What follows belongs to an exercise in optimizing a design on an open flow for small area; a production flow would make more cautious choices. Only simulation tests tie the RTL to the original design; equivalence was not proved. Power is estimated from default activity; no workload was simulated.

P:
// btb_predictor
module btb_predictor (
    input  logic        clk,
    input  logic        reset_n,
    input  logic        lk_valid,
    input  logic [15:0] lk_pc,
    output logic        lk_ready,
    output logic        pred_taken,
    output logic [15:0] pred_target,
    input  logic        rs_valid,
    input  logic        rs_taken,
    input  logic [15:0] rs_target,
    output logic        mispredict,
    output logic        mp_target,
    output logic [15:0] redirect_pc,
    output logic        rs_orphan
);
    localparam int ENTRIES = 64;
    localparam int DEPTH   = 4;
    logic [ENTRIES-1:0] tbl_ctr1;                  
    logic [ENTRIES-1:0] tbl_tgt0;                  
    logic [ENTRIES-1:0] tbl_ctr0;                  
    logic [3:0]         tbl_tag    [0:ENTRIES-1];
    logic [15:1]        tbl_target [0:ENTRIES-1];
    logic [15:0] q_pc    [0:DEPTH-1];
    logic        q_pt    [0:DEPTH-1];
    logic [15:0] q_ptgt  [0:DEPTH-1];
    logic        q_hit   [0:DEPTH-1];    
  ...
For scale: about 2900 cells after synthesis, ~1600 flip-flops, about 0.057 mm² of cells after synthesis.
==> module btb_predictor, before the edit <==
module btb_predictor (
    input  logic        clk,
    input  logic        reset_n,
    input  logic        lk_valid,
    input  logic [15:0] lk_pc,
    output logic        lk_ready,
    output logic        pred_taken,
    output logic [15:0] pred_target,
    input  logic        rs_valid,
    input  logic        rs_taken,
    input  logic [15:0] rs_target,
    output logic        mispredict,
    output logic        mp_target,
    output logic [15:0] redirect_pc,
    output logic        rs_orphan
);
    localparam int ENTRIES = 64;
    localparam int DEPTH   = 4;
    logic [ENTRIES-1:0] tbl_ctr1;                  
    logic [ENTRIES-1:0] tbl_tgt0;                  
    logic [ENTRIES-1:0] tbl_ctr0;                  
    logic [3:0]         tbl_tag    [0:ENTRIES-1];
    logic [15:1]        tbl_target [0:ENTRIES-1];
    logic [15:0] q_pc    [0:DEPTH-1];
    logic        q_pt    [0:DEPTH-1];
    logic [15:0] q_ptgt  [0:DEPTH-1];
    logic        q_hit   [0:DEPTH-1];    
    logic        q_ctr0  [0:DEPTH-1];    
    logic [2:0]  wr_ptr, rd_ptr;
    logic q_empty, q_full;
    assign q_empty = (wr_ptr == rd_ptr);
    assign q_full  = (wr_ptr[1:0] == rd_ptr[1:0]) & (wr_ptr[2] != rd_ptr[2]);
    logic [15:0] h_pc, h_ptgt;
    logic        h_pt, h_hit;
    logic [1:0]  h_ctr;
    assign h_pc   = q_pc[rd_ptr[1:0]];
    assign h_pt   = q_pt[rd_ptr[1:0]];
    assign h_ptgt = q_ptgt[rd_ptr[1:0]];
    assign h_hit  = q_hit[rd_ptr[1:0]];
    assign h_ctr  = {h_pt, q_ctr0[rd_ptr[1:0]]};
    logic fire, tgt_wrong, mispredict_i, ctr_we, tgt_we, t0_new;
    logic [1:0] ctr_new;
    assign fire         = rs_valid & ~q_empty;
    assign tgt_wrong    = h_pt & rs_taken & (h_ptgt != rs_target);
    assign mispredict_i = fire & ((h_pt != rs_taken) | tgt_wrong);
    assign tgt_we       = fire & rs_taken;
    assign ctr_we       = fire & (rs_taken | h_hit);
    assign ctr_new      = rs_taken ? (h_hit ? bp_pkg::ctr_inc(h_ctr) : bp_pkg::BP_CTR_THR)
                                   : bp_pkg::ctr_dec(h_ctr);
    assign t0_new       = ctr_new[1] & (rs_taken ? rs_target[0] : h_ptgt[0]);
    assign mispredict  = mispredict_i;
    assign mp_target   = fire & tgt_wrong;
    assign redirect_pc = !fire ? '0 : (rs_taken ? rs_target : h_pc);
    assign rs_orphan   = rs_valid & q_empty;
    logic [7:0] whi_n, wlo_t_n, wlo_c_n;
    logic [ENTRIES-1:0] we_t, we_c;
    bp_dec3n u_whi  (.a(h_pc[5:3]), .y_n(whi_n));
    bp_dec3n_en u_wlo (.a(h_pc[2:0]), .en({ctr_we, tgt_we}), .y_n({wlo_c_n, wlo_t_n}));
    for (genvar i = 0; i < ENTRIES; i++) begin : g_we
        bp_nor2 u_t (.a(wlo_t_n[i%8]), .b(whi_n[i/8]), .y(we_t[i]));
    end
    logic        lk_hit, lk_push, pred_taken_i, rd_valid;
    logic [3:0]  rd_tag;
    logic [1:0]  lk_ctr;
    logic [15:0] lk_tgt;
    logic [7:0] rhi, rlo;
    logic [ENTRIES-1:0] lk_sel;
    bp_dec3 u_rhi (.a(lk_pc[5:3]), .y(rhi));
    bp_dec3 u_rlo (.a(lk_pc[2:0]), .y(rlo));
    for (genvar i = 0; i < ENTRIES; i++) begin : g_sel
        bp_and2 u_s (.a(rlo[i%8]), .b(rhi[i/8]), .y(lk_sel[i]));
    end
    for (genvar b = 0; b < 22; b++) begin : g_rd
        logic [ENTRIES-1:0] col;
        for (genvar i = 0; i < ENTRIES; i++) begin : g_col
            if (b < 4)       assign col[i] = tbl_tag[i][b];
            else if (b == 4) assign col[i] = tbl_ctr0[i];
            else if (b == 5) assign col[i] = tbl_ctr1[i];
            else if (b == 6) assign col[i] = tbl_tgt0[i];
            else             assign col[i] = tbl_target[i][b-6];
        end
        logic q;
        bp_rd_bit u_rd (.sel(lk_sel), .d(col), .q(q));
        if (b < 4)       assign rd_tag[b] = q;
        else if (b == 4) assign lk_ctr[0] = q;
        else if (b == 5) assign lk_ctr[1] = q;
        else             assign lk_tgt[b-6] = q;
    end
    assign rd_valid     = lk_ctr[1] | ~lk_tgt[0];
    assign lk_hit       = rd_valid & (rd_tag == lk_pc[9:6]);
    assign lk_push      = lk_valid & ~q_full & ~mispredict_i;
    assign pred_taken_i = lk_push & lk_hit & lk_ctr[1];
    assign lk_ready    = ~q_full;
    assign pred_taken  = pred_taken_i;
    assign pred_target = pred_taken_i ? lk_tgt : '0;
    logic       lk_same;
    logic       lk_ctr0_n;
    assign lk_same   = (lk_pc[5:0] == h_pc[5:0]);
    assign lk_ctr0_n = (ctr_we & lk_same) ? ctr_new[0] : lk_ctr[0];
    always_ff @(posedge clk or negedge reset_n) begin
        if (!reset_n) begin
            wr_ptr <= '0;
            rd_ptr <= '0;
        end else if (mispredict_i) begin
            wr_ptr <= '0;
            rd_ptr <= '0;
        end else begin
            if (lk_push) wr_ptr <= wr_ptr + 3'd1;
            if (fire)    rd_ptr <= rd_ptr + 3'd1;
        end
    end
    logic [ENTRIES-1:0] ctr1_d, tgt0_d;
    for (genvar i = 0; i < ENTRIES; i++) begin : g_rst
        bp_hold2 u_h (.lo_n(wlo_c_n[i%8]), .hi_n(whi_n[i/8]),
                      .q0(tbl_ctr1[i]), .d0(ctr_new[1]), .q1(tbl_tgt0[i]), .d1(t0_new),
                      .y0(ctr1_d[i]), .y1(tgt0_d[i]), .sel(we_c[i]));
    end
    always_ff @(posedge clk or negedge reset_n) begin
        if (!reset_n) begin
            tbl_ctr1 <= '0;
            tbl_tgt0 <= '1;
        end else begin
            tbl_ctr1 <= ctr1_d;
            tbl_tgt0 <= tgt0_d;
        end
    end
    for (genvar i = 0; i < ENTRIES; i++) begin : g_tbl
        always_ff @(posedge clk) begin
            if (we_t[i]) begin
                tbl_target[i] <= rs_target[15:1];
                tbl_tag[i]    <= h_pc[9:6];
            end
            if (we_c[i]) tbl_ctr0[i] <= ctr_new[0];
        end
    end
    for (genvar j = 0; j < DEPTH; j++) begin : g_q
        logic push_j, same_j;
        assign push_j = lk_push & (wr_ptr[1:0] == 2'(j));
        assign same_j = (q_pc[j][5:0] == h_pc[5:0]);
        always_ff @(posedge clk) begin
            if (push_j) begin
                q_pc[j]   <= lk_pc;
                q_pt[j]   <= pred_taken_i;
                q_ptgt[j] <= lk_tgt;
                q_hit[j]  <= lk_hit;
                q_ctr0[j] <= lk_ctr0_n;
            end else if (ctr_we & same_j) begin
                q_ctr0[j] <= ctr_new[0];
            end
        end
    end
endmodule
export LEC_CHECK = 0
export CAP_MARGIN = 20
export CORE_MARGIN = 2
export CORE_UTILIZATION = 62
export CTS_BUF_LIST = sky130_fd_sc_hd__clkbuf_8
export CTS_CLUSTER_DIAMETER = 100
export CTS_CLUSTER_SIZE = 16
export PLACE_DENSITY = 0.75
export SETUP_SLACK_MARGIN = 0
export SLEW_MARGIN = 20
export SYNTH_HIERARCHICAL = 1
export SYNTH_MINIMUM_KEEP_SIZE = 0
create_clock -name core_clock -period 10.0 [get_ports {clk}]
standard.sh (not shown) runs the stock make flow with config.mk's settings and CLKGATE_MAP_FILE= SYNTH_SCRIPT=/design/flow/synth_recipe.tcl, a recipe that flattens the netlist after the stock synthesis.
==> flow/flow/run.sh <==
#!/bin/bash
# Layout flow: the standard flow (standard.sh) for every step, with two changes:
#  * clock tree synthesis without dummy loads, clkbuf_8 leaf buffers, clusters of 16 sinks;
#  * port buffers use sky130_fd_sc_hd__buf_1 (every input and output port still gets one).
# The whole output of the flow goes to flow_standard.log in the work folder; ORFS's own
# per-step logs are under orfs/logs/.
set -euo pipefail
CTS="-sink_clustering_enable -repair_clock_nets -dont_use_dummy_load"
CTS="$CTS -buf_list sky130_fd_sc_hd__clkbuf_8 -sink_clustering_size 16 -sink_clustering_max_diameter 100"
bash standard.sh "CTS_ARGS=$CTS" "BUFFER_PORTS_ARGS=-buffer_cell sky130_fd_sc_hd__buf_1" finish \
    > flow_standard.log 2>&1
Input changes introduced in Q (baseline for comparison: P):
diff --git a/flow/design.v b/flow/design.v
--- a/flow/design.v
+++ b/flow/design.v
@@ -31,7 +31,7 @@
     localparam int ENTRIES = 64;
     localparam int DEPTH   = 4;
     logic [ENTRIES-1:0] tbl_ctr1;                  
-    logic [ENTRIES-1:0] tbl_tgt0;                  
+    logic [ENTRIES-1:0] tbl_tgt0_n;                
     logic [ENTRIES-1:0] tbl_ctr0;                  
     logic [3:0]         tbl_tag    [0:ENTRIES-1];
     logic [15:1]        tbl_target [0:ENTRIES-1];
@@ -90,7 +90,7 @@
             if (b < 4)       assign col[i] = tbl_tag[i][b];
             else if (b == 4) assign col[i] = tbl_ctr0[i];
             else if (b == 5) assign col[i] = tbl_ctr1[i];
-            else if (b == 6) assign col[i] = tbl_tgt0[i];
+            else if (b == 6) assign col[i] = tbl_tgt0_n[i];
             else             assign col[i] = tbl_target[i][b-6];
         end
         logic q;
@@ -98,6 +98,7 @@
         if (b < 4)       assign rd_tag[b] = q;
         else if (b == 4) assign lk_ctr[0] = q;
         else if (b == 5) assign lk_ctr[1] = q;
+        else if (b == 6) assign lk_tgt[0] = ~q;
         else             assign lk_tgt[b-6] = q;
     end
     assign rd_valid     = lk_ctr[1] | ~lk_tgt[0];
@@ -126,16 +127,16 @@
     logic [ENTRIES-1:0] ctr1_d, tgt0_d;
     for (genvar i = 0; i < ENTRIES; i++) begin : g_rst
         bp_hold2 u_h (.lo_n(wlo_c_n[i%8]), .hi_n(whi_n[i/8]),
-                      .q0(tbl_ctr1[i]), .d0(ctr_new[1]), .q1(tbl_tgt0[i]), .d1(t0_new),
+                      .q0(tbl_ctr1[i]), .d0(ctr_new[1]), .q1(tbl_tgt0_n[i]), .d1(~t0_new),
                       .y0(ctr1_d[i]), .y1(tgt0_d[i]), .sel(we_c[i]));
     end
     always_ff @(posedge clk or negedge reset_n) begin
         if (!reset_n) begin
             tbl_ctr1 <= '0;
-            tbl_tgt0 <= '1;
+            tbl_tgt0_n <= '0;
         end else begin
             tbl_ctr1 <= ctr1_d;
-            tbl_tgt0 <= tgt0_d;
+            tbl_tgt0_n <= tgt0_d;
         end
     end
     for (genvar i = 0; i < ENTRIES; i++) begin : g_tbl
==> run notes <==
- Q | stages: all done | timing, DRC, antenna: all pass
- Comparing Q with P, the post-synthesis compound-gate area fraction came out essentially unchanged.
- Delay of the slowest critical-path stage: Q > P
- For the post-synthesis to final-layout area growth, Q came in 0.52 points higher than P did.
- What Q reported for non-clock buffer count has to be multiplied by 0.853 to get the figure for P.
- On relative contribution of the clock network to total power: between Q and P, it ends up higher for Q.
- Parity-gate share of the synthesized area counting xor and xnor cells of P is on par with Q.
- Clock buffer and inverter area fraction after layout: P vs Q — no meaningful difference
- The lower final cycle utilization of the critical path came out of P.
- Sequential portion of the cell area essentially unchanged between Q and P.
- The power consumption of Q and that of P are within noise of each other.
- Global-route usage ends up lower on P.
- Compared to P, Q has met1 track demand over resource in global routing 1.5 points higher.

========
The RTL this note starts from:
==> flow/design.v <==
package bp_pkg;
    localparam int BP_ADDR_W   = 16;
    localparam int BP_IDX_W    = 6;
    localparam int BP_TAG_W    = 4;
    localparam int BP_CTR_W    = 2;
    localparam int BP_INFLIGHT = 4;
    localparam logic [BP_CTR_W-1:0] BP_CTR_THR = BP_CTR_W'(1) << (BP_CTR_W - 1);
    function automatic logic [BP_CTR_W-1:0] ctr_inc(input logic [BP_CTR_W-1:0] c);
        ctr_inc = (c == '1) ? c : c + BP_CTR_W'(1);
    endfunction
    function automatic logic [BP_CTR_W-1:0] ctr_dec(input logic [BP_CTR_W-1:0] c);
        ctr_dec = (c == '0) ? c : c - BP_CTR_W'(1);
    endfunction
endpackage
module btb_predictor (
    input  logic        clk,
    input  logic        reset_n,
    input  logic        lk_valid,
    input  logic [15:0] lk_pc,
    output logic        lk_ready,
    output logic        pred_taken,
    output logic [15:0] pred_target,
    input  logic        rs_valid,
    input  logic        rs_taken,
    input  logic [15:0] rs_target,
    output logic        mispredict,
    output logic        mp_target,
    output logic [15:0] redirect_pc,
    output logic        rs_orphan
);
    localparam int ENTRIES = 64;
    localparam int DEPTH   = 4;
    logic [ENTRIES-1:0] tbl_ctr1;                  
    logic [ENTRIES-1:0] tbl_tgt0;                  
    logic [ENTRIES-1:0] tbl_ctr0;                  
    logic [3:0]         tbl_tag    [0:ENTRIES-1];
    logic [15:1]        tbl_target [0:ENTRIES-1];
    logic [15:0] q_pc    [0:DEPTH-1];
    logic        q_pt    [0:DEPTH-1];
    logic [15:0] q_ptgt  [0:DEPTH-1];
    logic        q_hit   [0:DEPTH-1];    
    logic        q_ctr0  [0:DEPTH-1];    
    logic [2:0]  wr_ptr, rd_ptr;
    logic q_empty, q_full;
    assign q_empty = (wr_ptr == rd_ptr);
    assign q_full  = (wr_ptr[1:0] == rd_ptr[1:0]) & (wr_ptr[2] != rd_ptr[2]);
    logic [15:0] h_pc, h_ptgt;
    logic        h_pt, h_hit;
    logic [1:0]  h_ctr;
    assign h_pc   = q_pc[rd_ptr[1:0]];
    assign h_pt   = q_pt[rd_ptr[1:0]];
    assign h_ptgt = q_ptgt[rd_ptr[1:0]];
    assign h_hit  = q_hit[rd_ptr[1:0]];
    assign h_ctr  = {h_pt, q_ctr0[rd_ptr[1:0]]};
    logic fire, tgt_wrong, mispredict_i, ctr_we, tgt_we, t0_new;
    logic [1:0] ctr_new;
    assign fire         = rs_valid & ~q_empty;
    assign tgt_wrong    = h_pt & rs_taken & (h_ptgt != rs_target);
    assign mispredict_i = fire & ((h_pt != rs_taken) | tgt_wrong);
    assign tgt_we       = fire & rs_taken;
    assign ctr_we       = fire & (rs_taken | h_hit);
    assign ctr_new      = rs_taken ? (h_hit ? bp_pkg::ctr_inc(h_ctr) : bp_pkg::BP_CTR_THR)
                                   : bp_pkg::ctr_dec(h_ctr);
    assign t0_new       = ctr_new[1] & (rs_taken ? rs_target[0] : h_ptgt[0]);
    assign mispredict  = mispredict_i;
    assign mp_target   = fire & tgt_wrong;
    assign redirect_pc = !fire ? '0 : (rs_taken ? rs_target : h_pc);
    assign rs_orphan   = rs_valid & q_empty;
    logic [7:0] whi_n, wlo_t_n, wlo_c_n;
    logic [ENTRIES-1:0] we_t, we_c;
    bp_dec3n u_whi  (.a(h_pc[5:3]), .y_n(whi_n));
    bp_dec3n_en u_wlo (.a(h_pc[2:0]), .en({ctr_we, tgt_we}), .y_n({wlo_c_n, wlo_t_n}));
    for (genvar i = 0; i < ENTRIES; i++) begin : g_we
        bp_nor2 u_t (.a(wlo_t_n[i%8]), .b(whi_n[i/8]), .y(we_t[i]));
    end
    logic        lk_hit, lk_push, pred_taken_i, rd_valid;
    logic [3:0]  rd_tag;
    logic [1:0]  lk_ctr;
    logic [15:0] lk_tgt;
    logic [7:0] rhi, rlo;
    logic [ENTRIES-1:0] lk_sel;
    bp_dec3 u_rhi (.a(lk_pc[5:3]), .y(rhi));
    bp_dec3 u_rlo (.a(lk_pc[2:0]), .y(rlo));
    for (genvar i = 0; i < ENTRIES; i++) begin : g_sel
        bp_and2 u_s (.a(rlo[i%8]), .b(rhi[i/8]), .y(lk_sel[i]));
    end
    for (genvar b = 0; b < 22; b++) begin : g_rd
        logic [ENTRIES-1:0] col;
        for (genvar i = 0; i < ENTRIES; i++) begin : g_col
            if (b < 4)       assign col[i] = tbl_tag[i][b];
            else if (b == 4) assign col[i] = tbl_ctr0[i];
            else if (b == 5) assign col[i] = tbl_ctr1[i];
            else if (b == 6) assign col[i] = tbl_tgt0[i];
            else             assign col[i] = tbl_target[i][b-6];
        end
        logic q;
        bp_rd_bit u_rd (.sel(lk_sel), .d(col), .q(q));
        if (b < 4)       assign rd_tag[b] = q;
        else if (b == 4) assign lk_ctr[0] = q;
        else if (b == 5) assign lk_ctr[1] = q;
        else             assign lk_tgt[b-6] = q;
    end
    assign rd_valid     = lk_ctr[1] | ~lk_tgt[0];
    assign lk_hit       = rd_valid & (rd_tag == lk_pc[9:6]);
    assign lk_push      = lk_valid & ~q_full & ~mispredict_i;
    assign pred_taken_i = lk_push & lk_hit & lk_ctr[1];
    assign lk_ready    = ~q_full;
    assign pred_taken  = pred_taken_i;
    assign pred_target = pred_taken_i ? lk_tgt : '0;
    logic       lk_same;
    logic       lk_ctr0_n;
    assign lk_same   = (lk_pc[5:0] == h_pc[5:0]);
    assign lk_ctr0_n = (ctr_we & lk_same) ? ctr_new[0] : lk_ctr[0];
    always_ff @(posedge clk or negedge reset_n) begin
        if (!reset_n) begin
            wr_ptr <= '0;
            rd_ptr <= '0;
        end else if (mispredict_i) begin
            wr_ptr <= '0;
            rd_ptr <= '0;
        end else begin
            if (lk_push) wr_ptr <= wr_ptr + 3'd1;
            if (fire)    rd_ptr <= rd_ptr + 3'd1;
        end
    end
    logic [ENTRIES-1:0] ctr1_d, tgt0_d;
    for (genvar i = 0; i < ENTRIES; i++) begin : g_rst
        bp_hold2 u_h (.lo_n(wlo_c_n[i%8]), .hi_n(whi_n[i/8]),
                      .q0(tbl_ctr1[i]), .d0(ctr_new[1]), .q1(tbl_tgt0[i]), .d1(t0_new),
                      .y0(ctr1_d[i]), .y1(tgt0_d[i]), .sel(we_c[i]));
    end
    always_ff @(posedge clk or negedge reset_n) begin
        if (!reset_n) begin
            tbl_ctr1 <= '0;
            tbl_tgt0 <= '1;
        end else begin
            tbl_ctr1 <= ctr1_d;
            tbl_tgt0 <= tgt0_d;
        end
    end
    for (genvar i = 0; i < ENTRIES; i++) begin : g_tbl
        always_ff @(posedge clk) begin
            if (we_t[i]) begin
                tbl_target[i] <= rs_target[15:1];
                tbl_tag[i]    <= h_pc[9:6];
            end
            if (we_c[i]) tbl_ctr0[i] <= ctr_new[0];
        end
    end
    for (genvar j = 0; j < DEPTH; j++) begin : g_q
        logic push_j, same_j;
        assign push_j = lk_push & (wr_ptr[1:0] == 2'(j));
        assign same_j = (q_pc[j][5:0] == h_pc[5:0]);
        always_ff @(posedge clk) begin
            if (push_j) begin
                q_pc[j]   <= lk_pc;
                q_pt[j]   <= pred_taken_i;
                q_ptgt[j] <= lk_tgt;
                q_hit[j]  <= lk_hit;
                q_ctr0[j] <= lk_ctr0_n;
            end else if (ctr_we & same_j) begin
                q_ctr0[j] <= ctr_new[0];
            end
        end
    end
endmodule
module bp_rd_bit (
    input  logic [63:0] sel,
    input  logic [63:0] d,
    output logic        q
);
    logic [21:0] t;
    for (genvar k = 0; k < 21; k++) begin : g_grp
        bp_aoi222 u (.a0(sel[3*k]),   .b0(d[3*k]),
                     .a1(sel[3*k+1]), .b1(d[3*k+1]),
                     .a2(sel[3*k+2]), .b2(d[3*k+2]), .y(t[k]));
    end
    bp_nand2 u_last (.a(sel[63]), .b(d[63]), .y(t[21]));
    bp_nand22 u_or (.a(t), .y(q));
endmodule
module bp_dec3n (
    input  logic [2:0] a,
    output logic [7:0] y_n
);
    logic [2:0] a_n;
    for (genvar b = 0; b < 3; b++) begin : g_inv
        bp_inv u (.a(a[b]), .y(a_n[b]));
    end
    for (genvar k = 0; k < 8; k++) begin : g_dec
        bp_nand3 u (.a(k[0] ? a[0] : a_n[0]), .b(k[1] ? a[1] : a_n[1]),
                    .c(k[2] ? a[2] : a_n[2]), .y(y_n[k]));
    end
endmodule
module bp_dec3 (
    input  logic [2:0] a,
    output logic [7:0] y
);
    logic [2:0] a_n;
    for (genvar b = 0; b < 3; b++) begin : g_inv
        bp_inv u (.a(a[b]), .y(a_n[b]));
    end
    for (genvar k = 0; k < 8; k++) begin : g_dec
        bp_and3 u (.a(k[0] ? a[0] : a_n[0]), .b(k[1] ? a[1] : a_n[1]),
                   .c(k[2] ? a[2] : a_n[2]), .y(y[k]));
    end
endmodule
module bp_and2 (
    input  logic a, b,
    output logic y
);
    assign y = a & b;
endmodule
module bp_and3 (
    input  logic a, b, c,
    output logic y
);
    assign y = a & b & c;
endmodule
module bp_dec3n_en (
    input  logic [2:0]  a,
    input  logic [1:0]  en,
    output logic [15:0] y_n
);
    logic [2:0] a_n;
    for (genvar b = 0; b < 3; b++) begin : g_inv
        bp_inv u (.a(a[b]), .y(a_n[b]));
    end
    for (genvar e = 0; e < 2; e++) begin : g_en
        for (genvar k = 0; k < 8; k++) begin : g_dec
            bp_nand4 u (.a(k[0] ? a[0] : a_n[0]), .b(k[1] ? a[1] : a_n[1]),
                        .c(k[2] ? a[2] : a_n[2]), .d(en[e]), .y(y_n[8*e+k]));
        end
    end
endmodule
module bp_hold2 (
    input  logic lo_n, hi_n, q0, d0, q1, d1,
    output logic y0, y1, sel
);
    assign sel = ~(lo_n | hi_n);
    assign y0  = sel ? d0 : q0;
    assign y1  = sel ? d1 : q1;
endmodule
module bp_inv (
    input  logic a,
    output logic y
);
    assign y = ~a;
endmodule
module bp_nand3 (
    input  logic a, b, c,
    output logic y
);
    assign y = ~(a & b & c);
endmodule
module bp_nand4 (
    input  logic a, b, c, d,
    output logic y
);
    assign y = ~(a & b & c & d);
endmodule
module bp_aoi222 (
    input  logic a0, b0, a1, b1, a2, b2,
    output logic y
);
    assign y = ~((a0 & b0) | (a1 & b1) | (a2 & b2));
endmodule
module bp_nand2 (
    input  logic a, b,
    output logic y
);
    assign y = ~(a & b);
endmodule
module bp_nor2 (
    input  logic a, b,
    output logic y
);
    assign y = ~(a | b);
endmodule
module bp_nand22 (
    input  logic [21:0] a,
    output logic        y
);
    assign y = ~&a;
endmodule
Settings: LEC_CHECK=0, CAP_MARGIN=20, CORE_MARGIN=2, CORE_UTILIZATION=50, CTS_BUF_LIST=sky130_fd_sc_hd__clkbuf_8, CTS_CLUSTER_DIAMETER=120, CTS_CLUSTER_SIZE=15, PLACE_DENSITY=0.65, SETUP_SLACK_MARGIN=0, SLEW_MARGIN=20, SYNTH_HIERARCHICAL=1, SYNTH_MINIMUM_KEEP_SIZE=0; clock period 10.0 ns.
==> flow/flow/run.sh <==
#!/bin/bash
# Layout flow: the standard flow (standard.sh) for every step, with two changes:
#  * clock tree synthesis without dummy loads, clkbuf_8 leaf buffers, clusters of 15 sinks;
#  * port buffers use sky130_fd_sc_hd__buf_1 (every input and output port still gets one).
# The whole output of the flow goes to flow_standard.log in the work folder; ORFS's own
# per-step logs are under orfs/logs/.
set -euo pipefail
CTS="-sink_clustering_enable -repair_clock_nets -dont_use_dummy_load"
CTS="$CTS -buf_list sky130_fd_sc_hd__clkbuf_8 -sink_clustering_size 15 -sink_clustering_max_diameter 120"
bash standard.sh "CTS_ARGS=$CTS" "BUFFER_PORTS_ARGS=-buffer_cell sky130_fd_sc_hd__buf_1" finish \
    > flow_standard.log 2>&1
The starting point completed with no timing, DRC or antenna violations.
Change:
--- a/flow/design.v
+++ b/flow/design.v
@@ -76,14 +76,14 @@
     logic        lk_hit, lk_push, pred_taken_i, rd_valid;
     logic [3:0]  rd_tag;
     logic [1:0]  lk_ctr;
     logic [15:0] lk_tgt;
-    logic [7:0] rhi, rlo;
+    logic [7:0] rhi_n, rlo_n;
     logic [ENTRIES-1:0] lk_sel;
-    bp_dec3 u_rhi (.a(lk_pc[5:3]), .y(rhi));
-    bp_dec3 u_rlo (.a(lk_pc[2:0]), .y(rlo));
+    bp_dec3n u_rhi (.a(lk_pc[5:3]), .y_n(rhi_n));
+    bp_dec3n u_rlo (.a(lk_pc[2:0]), .y_n(rlo_n));
     for (genvar i = 0; i < ENTRIES; i++) begin : g_sel
-        bp_and2 u_s (.a(rlo[i%8]), .b(rhi[i/8]), .y(lk_sel[i]));
+        bp_nor2 u_s (.a(rlo_n[i%8]), .b(rhi_n[i/8]), .y(lk_sel[i]));
     end
     for (genvar b = 0; b < 22; b++) begin : g_rd
         logic [ENTRIES-1:0] col;
         for (genvar i = 0; i < ENTRIES; i++) begin : g_col
@@ -190,33 +190,8 @@
         bp_nand3 u (.a(k[0] ? a[0] : a_n[0]), .b(k[1] ? a[1] : a_n[1]),
                     .c(k[2] ? a[2] : a_n[2]), .y(y_n[k]));
     end
 endmodule
-module bp_dec3 (
-    input  logic [2:0] a,
-    output logic [7:0] y
-);
-    logic [2:0] a_n;
-    for (genvar b = 0; b < 3; b++) begin : g_inv
-        bp_inv u (.a(a[b]), .y(a_n[b]));
-    end
-    for (genvar k = 0; k < 8; k++) begin : g_dec
-        bp_and3 u (.a(k[0] ? a[0] : a_n[0]), .b(k[1] ? a[1] : a_n[1]),
-                   .c(k[2] ? a[2] : a_n[2]), .y(y[k]));
-    end
-endmodule
-module bp_and2 (
-    input  logic a, b,
-    output logic y
-);
-    assign y = a & b;
-endmodule
-module bp_and3 (
-    input  logic a, b, c,
-    output logic y
-);
-    assign y = a & b & c;
-endmodule
 module bp_dec3n_en (
     input  logic [2:0]  a,
     input  logic [1:0]  en,
     output logic [15:0] y_n
The changed run finished clean.
Die area shrinks by about 0.3%.
Synthesized cell count does not change.
Global-route usage drops by 0.83 points.
First-iteration DRC count rises by about 10%.
Clock-buffer cell count rose by 1.
Cell count climbs by about 0.6%.
Power shrinks by about 0.45%.
Clock power stays flat.
Synthesized area falls by 0.32%.

-- separate check: timing with driven ports --
How much do the figures lean on ideal ports? The routed layouts below were timed once more, with nothing changed but the port constraints.
Step 1: set_driving_cell puts a clkbuf_16 on clk and a buf_2 on each other input, an assumption about the parent block.
Step 2, shift: input delay + t, output delay - t, t = (earliest + latest rising clock arrival at the registers) / 2. This alone moves slack from input paths to output paths.
Slacks: no drivers / after step 1 / after step 2; pairs: no drivers / after step 1.
| run | t (ns) | setup WS [ns] | hold WS [ns] | worst slew at a driven data input, ns |
|---|---|---|---|---|
| P | 0.830 | 0.462 / 0.414 / 0.414 | 0.515 / 0.515 / 0.515 | 0.23 |
| Q | 0.871 | 0.447 / 0.364 / 0.364 | 0.515 / 0.515 / 0.515 | 0.15 |
| the first run of note 2 | 0.865 | 0.583 / 0.507 / 0.507 | 0.517 / 0.517 / 0.517 | 0.07 |
| the second run of note 2 | 0.854 | 0.853 / 0.824 / 0.824 | 0.518 / 0.518 / 0.518 | 0.10 |
After both steps setup and hold are still met in every run listed. For Q, which loses most, drivers alone change the setup slack by -0.083 ns; drivers and shift together by -0.083 ns.
